From an optimization exercise on the open Yosys and OpenROAD flow, aimed at small area, a short achievable clock period and few clock cycles per item; shortcuts taken in it are not production practice. Where RTL was checked, it was by simulation tests only, not by an equivalence proof against the original. Power figures rest on the tool's default switching activity, not on a simulated workload.

## main
==> flow/design.v <==
package sbs_pkg;
  localparam int MaxSigLen  = 48;
  localparam int SigRegs    = 6;
  localparam int SigRegW    = 64;
  localparam int LenBits    = 6;
  localparam int OffsetBits = 32;
  localparam int CfgIdxW    = 3;
endpackage
import sbs_pkg::*;
module sbs_cfg (
  input  logic                                clk_i,
  input  logic                                rst_ni,
  input  logic                                cfg_we_i,
  input  logic [sbs_pkg::CfgIdxW-1:0]         cfg_index_i,
  input  logic [sbs_pkg::SigRegW-1:0]         cfg_data_i,
  output logic [sbs_pkg::MaxSigLen-1:0][7:0]  sig_o,      
  output logic [sbs_pkg::MaxSigLen-1:0]       wild_o,     
  output logic [5:0]                          lm1_hi_o,   
  output logic [7:0]                          lm1_lo_o    
);
  logic [SigRegs-1:0][SigRegW-1:0] sig_q;
  logic [MaxSigLen-1:0]            wild_q;
  logic                            init_q;     
  logic [SigRegW-1:0]              wdata;
  logic [5:0]                      lm1_hi_q;
  logic [7:0]                      lm1_lo_q;
  logic [LenBits-1:0]              lm1_d;
  always_comb begin
    if (cfg_data_i[LenBits-1:0] == '0) begin
      lm1_d = 6'd0;
    end else if (cfg_data_i[LenBits-1:0] > 6'd48) begin
      lm1_d = 6'd47;
    end else begin
      lm1_d = cfg_data_i[LenBits-1:0] - 6'd1;
    end
  end
  assign wdata = init_q ? '0 : cfg_data_i;
  always_ff @(posedge clk_i) begin
    for (int r = 0; r < SigRegs; r++) begin
      if (init_q || (cfg_we_i && cfg_index_i == 3'(r))) sig_q[r] <= wdata;
    end
    if (init_q || (cfg_we_i && cfg_index_i == 3'd6)) wild_q <= wdata[MaxSigLen-1:0];
  end
  always_ff @(posedge clk_i or negedge rst_ni) begin
    if (!rst_ni) begin
      init_q    <= 1'b1;
      lm1_hi_q  <= 6'b000001;
      lm1_lo_q  <= 8'b00000001;
    end else begin
      init_q <= 1'b0;
      if (cfg_we_i && cfg_index_i == 3'd7) begin
        lm1_hi_q <= 6'b000001 << lm1_d[5:3];
        lm1_lo_q <= 8'b00000001 << lm1_d[2:0];
      end
    end
  end
  assign sig_o    = sig_q;
  assign wild_o   = wild_q;
  assign lm1_hi_o = lm1_hi_q;
  assign lm1_lo_o = lm1_lo_q;
endmodule
import sbs_pkg::*;
module sbs_match (
  input  logic                                clk_i,
  input  logic                                rst_ni,
  input  logic                                step_i,      
  input  logic [7:0]                          byte_i,
  input  logic                                last_i,
  input  logic [sbs_pkg::MaxSigLen-1:0][7:0]  sig_i,
  input  logic [sbs_pkg::MaxSigLen-1:0]       wild_i,
  input  logic [5:0]                          lm1_hi_i,    
  input  logic [7:0]                          lm1_lo_i,    
  output logic                                end_o        
);
  logic [MaxSigLen-1:0]  st_q, st_d, pos_ok;
  logic [5:0]            grp_end;       
  logic                  first_q;       
  always_comb begin
    for (int j = 0; j < MaxSigLen; j++) begin
      pos_ok[j] = wild_i[j] || (byte_i == sig_i[j]);
    end
    st_d[0] = pos_ok[0];
    for (int j = 1; j < MaxSigLen; j++) begin
      st_d[j] = pos_ok[j] && st_q[j-1] && !first_q;
    end
  end
  always_ff @(posedge clk_i) begin
    if (step_i) begin
      st_q <= st_d;
    end
  end
  always_ff @(posedge clk_i or negedge rst_ni) begin
    if (!rst_ni) begin
      first_q <= 1'b1;
    end else if (step_i) begin
      first_q <= last_i;
    end
  end
  always_comb begin
    for (int h = 0; h < 6; h++) begin
      grp_end[h] = lm1_hi_i[h] && |(st_q[8*h +: 8] & lm1_lo_i);
    end
  end
  assign end_o = |grp_end;
endmodule
module wildcard_byte_signature_scanner (
  input  logic                           clk_i,
  input  logic                           rst_ni,
  input  logic                           cfg_we_i,
  input  logic [sbs_pkg::CfgIdxW-1:0]    cfg_index_i,
  input  logic [sbs_pkg::SigRegW-1:0]    cfg_data_i,
  input  logic                           in_valid_i,
  output logic                           in_stall_o,
  input  logic [7:0]                     data_byte_i,
  input  logic                           region_last_i,
  output logic                           out_valid_o,
  input  logic                           out_stall_i,
  output logic                           found_o,
  output logic [sbs_pkg::OffsetBits-1:0] match_offset_o
);
  logic [sbs_pkg::MaxSigLen-1:0][7:0] sig;
  logic [sbs_pkg::MaxSigLen-1:0]      wild;
  logic [5:0]                         lm1_hi;
  logic [7:0]                         lm1_lo;
  logic        take;           
  logic        in_valid_q;     
  logic [7:0]  byte_q;
  logic        last_a_q;
  logic        step;           
  logic        held_q;         
  logic        last_q;         
  logic        reported_q;     
  logic        eval;           
  logic        match_end;
  logic        hit;
  logic        produce;
  logic        stall_q;
  logic        in_valid_d;
  logic        held_d;
  logic        out_valid_d;
  logic        out_valid_q;
  logic        found_q;
  assign take = in_valid_i && !stall_q;
  assign eval = held_q && !out_valid_q;
  assign step = in_valid_q && (!held_q || eval);
  sbs_cfg u_cfg (
    .clk_i       (clk_i),
    .rst_ni      (rst_ni),
    .cfg_we_i    (cfg_we_i),
    .cfg_index_i (cfg_index_i),
    .cfg_data_i  (cfg_data_i),
    .sig_o       (sig),
    .wild_o      (wild),
    .lm1_hi_o    (lm1_hi),
    .lm1_lo_o    (lm1_lo)
  );
  sbs_match u_match (
    .clk_i    (clk_i),
    .rst_ni   (rst_ni),
    .step_i   (step),
    .byte_i   (byte_q),
    .last_i   (last_a_q),
    .sig_i    (sig),
    .wild_i   (wild),
    .lm1_hi_i (lm1_hi),
    .lm1_lo_i (lm1_lo),
    .end_o    (match_end)
  );
  logic [31:0] ofs_init;       
  logic [31:0] ofs_sat;        
  logic        sat_next;       
  logic        first_c_q;      
  logic        sat_q;          
  logic [31:0] ofs_q;
  logic        lo_ok, hi_ok;
  always_comb begin
    ofs_init = '0;
    for (int l = 1; l < 8; l++) if (lm1_lo[l]) ofs_init[2:0] = ofs_init[2:0] | 3'(8 - l);
    for (int h = 0; h < 6; h++) begin
      if (lm1_hi[h]) ofs_init[5:3] = ofs_init[5:3] | (lm1_lo[0] ? 3'((8 - h) % 8) : 3'(7 - h));
    end
    ofs_init[31:6] = {26{!(lm1_hi[0] && lm1_lo[0])}};
    ofs_sat = {26'h3ffffff, 6'd0};
    for (int l = 0; l < 8; l++) if (lm1_lo[l]) ofs_sat[2:0] = ofs_sat[2:0] | 3'((14 - l) % 8);
    for (int h = 0; h < 6; h++) begin
      if (lm1_hi[h]) ofs_sat[5:3] = ofs_sat[5:3] | (lm1_lo[7] ? 3'(6 - h) : 3'(7 - h));
    end
    lo_ok = 1'b0;
    for (int l = 0; l < 8; l++) begin
      if (lm1_lo[l] && ofs_q[2:0] == 3'((13 - l) % 8)) lo_ok = 1'b1;
    end
    hi_ok = 1'b0;
    for (int h = 0; h < 6; h++) begin
      if (lm1_hi[h] && ofs_q[5:3] == ((lm1_lo[6] || lm1_lo[7]) ? 3'(6 - h) : 3'(7 - h))) hi_ok = 1'b1;
    end
    sat_next = (&ofs_q[31:6]) && lo_ok && hi_ok;
  end
  always_ff @(posedge clk_i) begin
    if (eval) begin
      if (last_q && !hit) begin
        ofs_q <= 32'd0;
      end else if (first_c_q) begin
        ofs_q <= ofs_init;
      end else if (sat_q) begin
        ofs_q <= ofs_sat;
      end else begin
        ofs_q <= ofs_q + 32'd1;
      end
      sat_q <= !first_c_q && (sat_q || sat_next);
    end
  end
  assign hit         = match_end && !reported_q;
  assign produce     = hit || (last_q && !reported_q);
  assign in_valid_d  = take || (in_valid_q && !step);
  assign held_d      = step || (held_q && !eval);
  assign out_valid_d = eval ? produce : (out_valid_q && out_stall_i);
  always_ff @(posedge clk_i or negedge rst_ni) begin
    if (!rst_ni) begin
      in_valid_q  <= 1'b0;
      held_q      <= 1'b0;
      first_c_q   <= 1'b1;
      reported_q  <= 1'b0;
      out_valid_q <= 1'b0;
      stall_q     <= 1'b0;
    end else begin
      in_valid_q  <= in_valid_d;
      held_q      <= held_d;
      out_valid_q <= out_valid_d;
      stall_q     <= in_valid_d && held_d && out_valid_d;
      if (eval) begin
        first_c_q  <= last_q;
        reported_q <= !last_q && (reported_q || hit);
      end
    end
  end
  always_ff @(posedge clk_i) begin
    if (!stall_q) begin
      byte_q   <= data_byte_i;
      last_a_q <= region_last_i;
    end
    if (step) begin
      last_q <= last_a_q;
    end
    if (eval) begin
      found_q <= hit;
    end
  end
  assign in_stall_o     = stall_q;
  assign out_valid_o    = out_valid_q;
  assign found_o        = found_q;
  assign match_offset_o = ofs_q;
endmodule
export LEC_CHECK = 0
export ABC_CLOCK_PERIOD_IN_PS = 2500
export CAP_MARGIN = 30
export CORE_MARGIN = 2
export CORE_UTILIZATION = 60
export CTS_CLUSTER_DIAMETER = 80
export CTS_CLUSTER_SIZE = 30
export SETUP_SLACK_MARGIN = 3.3
export SLEW_MARGIN = 25
create_clock -name core_clock -period 5.5 [get_ports {clk_i}]
standard.sh (not shown) runs the stock make flow with config.mk's settings and CLKGATE_MAP_FILE= SYNTH_SCRIPT=/design/flow/synth_recipe.tcl, a recipe that flattens the netlist after the stock synthesis.
==> flow/flow/run.sh <==
#!/bin/bash
set -euo pipefail
export BUFFER_PORTS_ARGS="-buffer_cell sky130_fd_sc_hd__buf_2"
export CTS_ARGS="-sink_clustering_enable -repair_clock_nets -dont_use_dummy_load -sink_clustering_size 40 -sink_clustering_max_diameter 60"
bash standard.sh > standard_flow.log 2>&1
main completed; timing, DRC and antenna clean
Testbench counts of main, summed over its fixed seeds: cycles 52,290, bytes 52,011.
#### Input delta (the feature branch over main)
diff --git a/flow/design.v b/flow/design.v
--- a/flow/design.v
+++ b/flow/design.v
@@ -122,28 +122,22 @@
   logic [sbs_pkg::MaxSigLen-1:0]      wild;
   logic [5:0]                         lm1_hi;
   logic [7:0]                         lm1_lo;
   logic        take;           
-  logic        in_valid_q;     
-  logic [7:0]  byte_q;
-  logic        last_a_q;
-  logic        step;           
   logic        held_q;         
   logic        last_q;         
   logic        reported_q;     
   logic        eval;           
   logic        match_end;
   logic        hit;
   logic        produce;
   logic        stall_q;
-  logic        in_valid_d;
   logic        held_d;
   logic        out_valid_d;
   logic        out_valid_q;
   logic        found_q;
   assign take = in_valid_i && !stall_q;
   assign eval = held_q && !out_valid_q;
-  assign step = in_valid_q && (!held_q || eval);
   sbs_cfg u_cfg (
     .clk_i       (clk_i),
     .rst_ni      (rst_ni),
     .cfg_we_i    (cfg_we_i),
@@ -156,11 +150,11 @@
   );
   sbs_match u_match (
     .clk_i    (clk_i),
     .rst_ni   (rst_ni),
-    .step_i   (step),
-    .byte_i   (byte_q),
-    .last_i   (last_a_q),
+    .step_i   (take),
+    .byte_i   (data_byte_i),
+    .last_i   (region_last_i),
     .sig_i    (sig),
     .wild_i   (wild),
     .lm1_hi_i (lm1_hi),
     .lm1_lo_i (lm1_lo),
@@ -210,37 +204,30 @@
     end
   end
   assign hit         = match_end && !reported_q;
   assign produce     = hit || (last_q && !reported_q);
-  assign in_valid_d  = take || (in_valid_q && !step);
-  assign held_d      = step || (held_q && !eval);
+  assign held_d      = take || (held_q && !eval);
   assign out_valid_d = eval ? produce : (out_valid_q && out_stall_i);
   always_ff @(posedge clk_i or negedge rst_ni) begin
     if (!rst_ni) begin
-      in_valid_q  <= 1'b0;
       held_q      <= 1'b0;
       first_c_q   <= 1'b1;
       reported_q  <= 1'b0;
       out_valid_q <= 1'b0;
       stall_q     <= 1'b0;
     end else begin
-      in_valid_q  <= in_valid_d;
       held_q      <= held_d;
       out_valid_q <= out_valid_d;
-      stall_q     <= in_valid_d && held_d && out_valid_d;
+      stall_q     <= held_d && out_valid_d;
       if (eval) begin
         first_c_q  <= last_q;
         reported_q <= !last_q && (reported_q || hit);
       end
     end
   end
   always_ff @(posedge clk_i) begin
-    if (!stall_q) begin
-      byte_q   <= data_byte_i;
-      last_a_q <= region_last_i;
-    end
-    if (step) begin
-      last_q <= last_a_q;
+    if (take) begin
+      last_q <= region_last_i;
     end
     if (eval) begin
       found_q <= hit;
     end
[summary]
Taking main as the reference, in the feature branch layout overhead on the synthesized area climbed 1.5 points, switching share of power now smaller, ratio of final minimum period to clock period increased by 0.19 points relative to the old numbers. Going from main to the feature branch, final instance area has remained practically unchanged; non-clock inverter total of the final layout has decreased.
Only the layout flow was run in the feature branch; the RTL was not checked for function there.

========
== v6 ==
Another version of the RTL of wildcard_byte_signature_scanner (not shown whole).
Size: ~1700 cells after synthesis, roughly 550 flip-flops, roughly 120 I/O pins, ~24000 um2 of cells after synthesis.
==> module wildcard_byte_signature_scanner, before the edit <==
module wildcard_byte_signature_scanner (
  input  logic                           clk_i,
  input  logic                           rst_ni,
  input  logic                           cfg_we_i,
  input  logic [sbs_pkg::CfgIdxW-1:0]    cfg_index_i,
  input  logic [sbs_pkg::SigRegW-1:0]    cfg_data_i,
  input  logic                           in_valid_i,
  output logic                           in_stall_o,
  input  logic [7:0]                     data_byte_i,
  input  logic                           region_last_i,
  output logic                           out_valid_o,
  input  logic                           out_stall_i,
  output logic                           found_o,
  output logic [sbs_pkg::OffsetBits-1:0] match_offset_o
);
  logic [sbs_pkg::MaxSigLen-1:0][7:0] sig;
  logic [sbs_pkg::SigRegs-1:0]        sig_wr;
  logic [sbs_pkg::MaxSigLen-1:0]      wild;
  logic [5:0]                         lm1_hi;
  logic [7:0]                         lm1_lo;
  logic        take;           
  logic        in_valid_q;     
  logic [7:0]  byte_q;
  logic        last_a_q;
  logic        step;           
  logic        held_q;         
  logic        last_q;         
  logic        reported_q;     
  logic        eval;           
  logic        match_end;
  logic        hit;
  logic        produce;
  logic        stall_q;
  logic        in_valid_d;
  logic        held_d;
  logic        out_valid_d;
  logic        out_valid_q;
  logic        found_q;
  assign take = in_valid_i && !stall_q;
  assign eval = held_q && !out_valid_q;
  assign step = in_valid_q && (!held_q || eval);
  sbs_cfg u_cfg (
    .clk_i       (clk_i),
    .rst_ni      (rst_ni),
    .cfg_we_i    (cfg_we_i),
    .cfg_index_i (cfg_index_i),
    .cfg_data_i  (cfg_data_i),
    .sig_o       (sig),
    .sig_wr_o    (sig_wr),
    .wild_o      (wild),
    .lm1_hi_o    (lm1_hi),
    .lm1_lo_o    (lm1_lo)
  );
  sbs_match u_match (
    .clk_i    (clk_i),
    .rst_ni   (rst_ni),
    .step_i   (step),
    .byte_i   (byte_q),
    .last_i   (last_a_q),
    .sig_i    (sig),
    .sig_wr_i (sig_wr),
    .wild_i   (wild),
    .lm1_hi_i (lm1_hi),
    .lm1_lo_i (lm1_lo),
    .end_o    (match_end)
  );
  logic [5:0]  lm1;            
  logic [5:0]  lp1;
  logic [31:0] ofs_init;       
  logic [31:0] ofs_last;       
  logic        first_c_q;      
  logic        sat_q;          
  logic [31:0] ofs_q;
  always_comb begin
    lm1 = '0;
    for (int h = 0; h < 6; h++) if (lm1_hi[h]) lm1[5:3] = lm1[5:3] | 3'(h);
    for (int l = 0; l < 8; l++) if (lm1_lo[l]) lm1[2:0] = lm1[2:0] | 3'(l);
  end
  assign lp1      = lm1 + 6'd2;
  assign ofs_init = 32'd0 - {26'd0, lm1};
  assign ofs_last = {26'h3ffffff, ~lp1};
  always_ff @(posedge clk_i) begin
    if (eval) begin
      if (last_q && !hit) begin
        ofs_q <= 32'd0;
      end else if (first_c_q) begin
        ofs_q <= ofs_init;
      end else begin
        ofs_q <= ofs_q + {31'd0, !sat_q};
      end
      sat_q <= !first_c_q && (sat_q || (ofs_q == ofs_last));
    end
  end
  assign hit         = match_end && !reported_q;
  assign produce     = hit || (last_q && !reported_q);
  assign in_valid_d  = take || (in_valid_q && !step);
  assign held_d      = step || (held_q && !eval);
  assign out_valid_d = eval ? produce : (out_valid_q && out_stall_i);
  always_ff @(posedge clk_i or negedge rst_ni) begin
    if (!rst_ni) begin
      in_valid_q  <= 1'b0;
      held_q      <= 1'b0;
      first_c_q   <= 1'b1;
      reported_q  <= 1'b0;
      out_valid_q <= 1'b0;
      stall_q     <= 1'b0;
    end else begin
      in_valid_q  <= in_valid_d;
      held_q      <= held_d;
      out_valid_q <= out_valid_d;
      stall_q     <= in_valid_d && held_d && out_valid_d;
      if (eval) begin
        first_c_q  <= last_q;
        reported_q <= !last_q && (reported_q || hit);
      end
    end
  end
  always_ff @(posedge clk_i) begin
    if (!stall_q) begin
      byte_q   <= data_byte_i;
      last_a_q <= region_last_i;
    end
    if (step) begin
      last_q <= last_a_q;
    end
    if (eval) begin
      found_q <= hit;
    end
  end
  assign in_stall_o     = stall_q;
  assign out_valid_o    = out_valid_q;
  assign found_o        = found_q;
  assign match_offset_o = ofs_q;
endmodule
export LEC_CHECK = 0
export ABC_CLOCK_PERIOD_IN_PS = 2500
export CAP_MARGIN = 30
export CORE_MARGIN = 2
export CORE_UTILIZATION = 60
export CTS_CLUSTER_DIAMETER = 80
export CTS_CLUSTER_SIZE = 30
export SETUP_SLACK_MARGIN = 3.3
export SLEW_MARGIN = 25
create_clock -name core_clock -period 5.5 [get_ports {clk_i}]
==> flow/flow/run.sh <==
#!/bin/bash
set -euo pipefail
export BUFFER_PORTS_ARGS="-buffer_cell sky130_fd_sc_hd__buf_2"
export CTS_ARGS="-sink_clustering_enable -repair_clock_nets -dont_use_dummy_load -sink_clustering_size 30 -sink_clustering_max_diameter 80"
bash standard.sh > standard_flow.log 2>&1
v6 finished all stages; the layout is clean.
Here is what was changed in the inputs of v7 compared with v6.
--- a/flow/design.v
+++ b/flow/design.v
@@ -174,37 +174,45 @@
     .sig_wr_i (sig_wr),
     .wild_i   (wild),
     .lm1_hi_i (lm1_hi),
     .lm1_lo_i (lm1_lo),
     .end_o    (match_end)
   );
-  logic [5:0]  lm1;            
-  logic [5:0]  lp1;
   logic [31:0] ofs_init;       
-  logic [31:0] ofs_last;       
+  logic        sat_next;       
   logic        first_c_q;      
   logic        sat_q;          
   logic [31:0] ofs_q;
-  always_comb begin
-    lm1 = '0;
-    for (int h = 0; h < 6; h++) if (lm1_hi[h]) lm1[5:3] = lm1[5:3] | 3'(h);
-    for (int l = 0; l < 8; l++) if (lm1_lo[l]) lm1[2:0] = lm1[2:0] | 3'(l);
-  end
-  assign lp1      = lm1 + 6'd2;
-  assign ofs_init = 32'd0 - {26'd0, lm1};
-  assign ofs_last = {26'h3ffffff, ~lp1};
+  logic        lo_ok, hi_ok;
+  always_comb begin
+    ofs_init = '0;
+    for (int l = 1; l < 8; l++) if (lm1_lo[l]) ofs_init[2:0] = ofs_init[2:0] | 3'(8 - l);
+    for (int h = 0; h < 6; h++) begin
+      if (lm1_hi[h]) ofs_init[5:3] = ofs_init[5:3] | (lm1_lo[0] ? 3'((8 - h) % 8) : 3'(7 - h));
+    end
+    ofs_init[31:6] = {26{!(lm1_hi[0] && lm1_lo[0])}};
+    lo_ok = 1'b0;
+    for (int l = 0; l < 8; l++) begin
+      if (lm1_lo[l] && ofs_q[2:0] == 3'((13 - l) % 8)) lo_ok = 1'b1;
+    end
+    hi_ok = 1'b0;
+    for (int h = 0; h < 6; h++) begin
+      if (lm1_hi[h] && ofs_q[5:3] == ((lm1_lo[6] || lm1_lo[7]) ? 3'(6 - h) : 3'(7 - h))) hi_ok = 1'b1;
+    end
+    sat_next = (&ofs_q[31:6]) && lo_ok && hi_ok;
+  end
   always_ff @(posedge clk_i) begin
     if (eval) begin
       if (last_q && !hit) begin
         ofs_q <= 32'd0;
       end else if (first_c_q) begin
         ofs_q <= ofs_init;
       end else begin
         ofs_q <= ofs_q + {31'd0, !sat_q};
       end
-      sat_q <= !first_c_q && (sat_q || (ofs_q == ofs_last));
+      sat_q <= !first_c_q && (sat_q || sat_next);
     end
   end
   assign hit         = match_end && !reported_q;
   assign produce     = hit || (last_q && !reported_q);
   assign in_valid_d  = take || (in_valid_q && !step);
   assign held_d      = step || (held_q && !eval);
Results
- Lower portion of total power attributed to the clock network goes to v7 over v6.
- sat_q as the end of the critical path was reported by v6, and ofs_q[26] by v7.
- Status: share of the yosys chip area belonging to registers parity (v6, v7)
- The maximum clock frequency of v7 is higher than that of v6.
- Per the comparison of v7 with v6, netlist area before placement has remained practically unchanged, synthesized-area fraction occupied by ao, oa, aoi and oai cells did not really move.
- Detailed-route wire length (lower): v7
- v7 vs. v6: number of global-route vias before repair now smaller, worst endpoint data arrival time fell 0.15 ns, combinational power fell by about 3%, wire length of the first global-routing pass shows no meaningful change, initial cell density of the core roughly the same.
- Setup slack on v7 is ahead of v6.
No functional check of the RTL was part of any run of this note.

[separate check: timing with driven ports]
How much do the figures lean on ideal ports? The routed layouts below were timed once more, with nothing changed but the port constraints.
Step 1 sets driving cells, clkbuf_16 on the clock port and buf_2 on the other inputs (assumed; they add their load-dependent delay and slew).
Step 2 also shifts input and output timing later by t, the mid clock arrival at the registers, as if the neighbouring blocks saw the same clock.
Slacks: ideal / step 1 / step 2; pairs: ideal / step 1.
run | shift t [ns] | slack for setup (ns) | hold slack, ns | latest minus earliest clock arrival (ns)
main | 0.619 | 3.226 / 3.167 / 2.699 | 0.509 / 0.474 / 0.533 | 0.052 / 0.051
the feature branch | 0.611 | 3.215 / 3.174 / 2.634 | 0.492 / 0.456 / 0.492 | 0.057 / 0.057
v6 | 0.641 | 3.051 / 3.051 / 2.692 | 0.515 / 0.511 / 0.515 | 0.086 / 0.086
v7 | 0.629 | 3.178 / 3.122 / 2.687 | 0.519 / 0.519 / 0.519 | 0.057 / 0.057
After both steps every run listed still meets setup and hold. For the feature branch, which loses most, drivers alone change the setup slack by -0.041 ns; drivers and shift together by -0.581 ns.
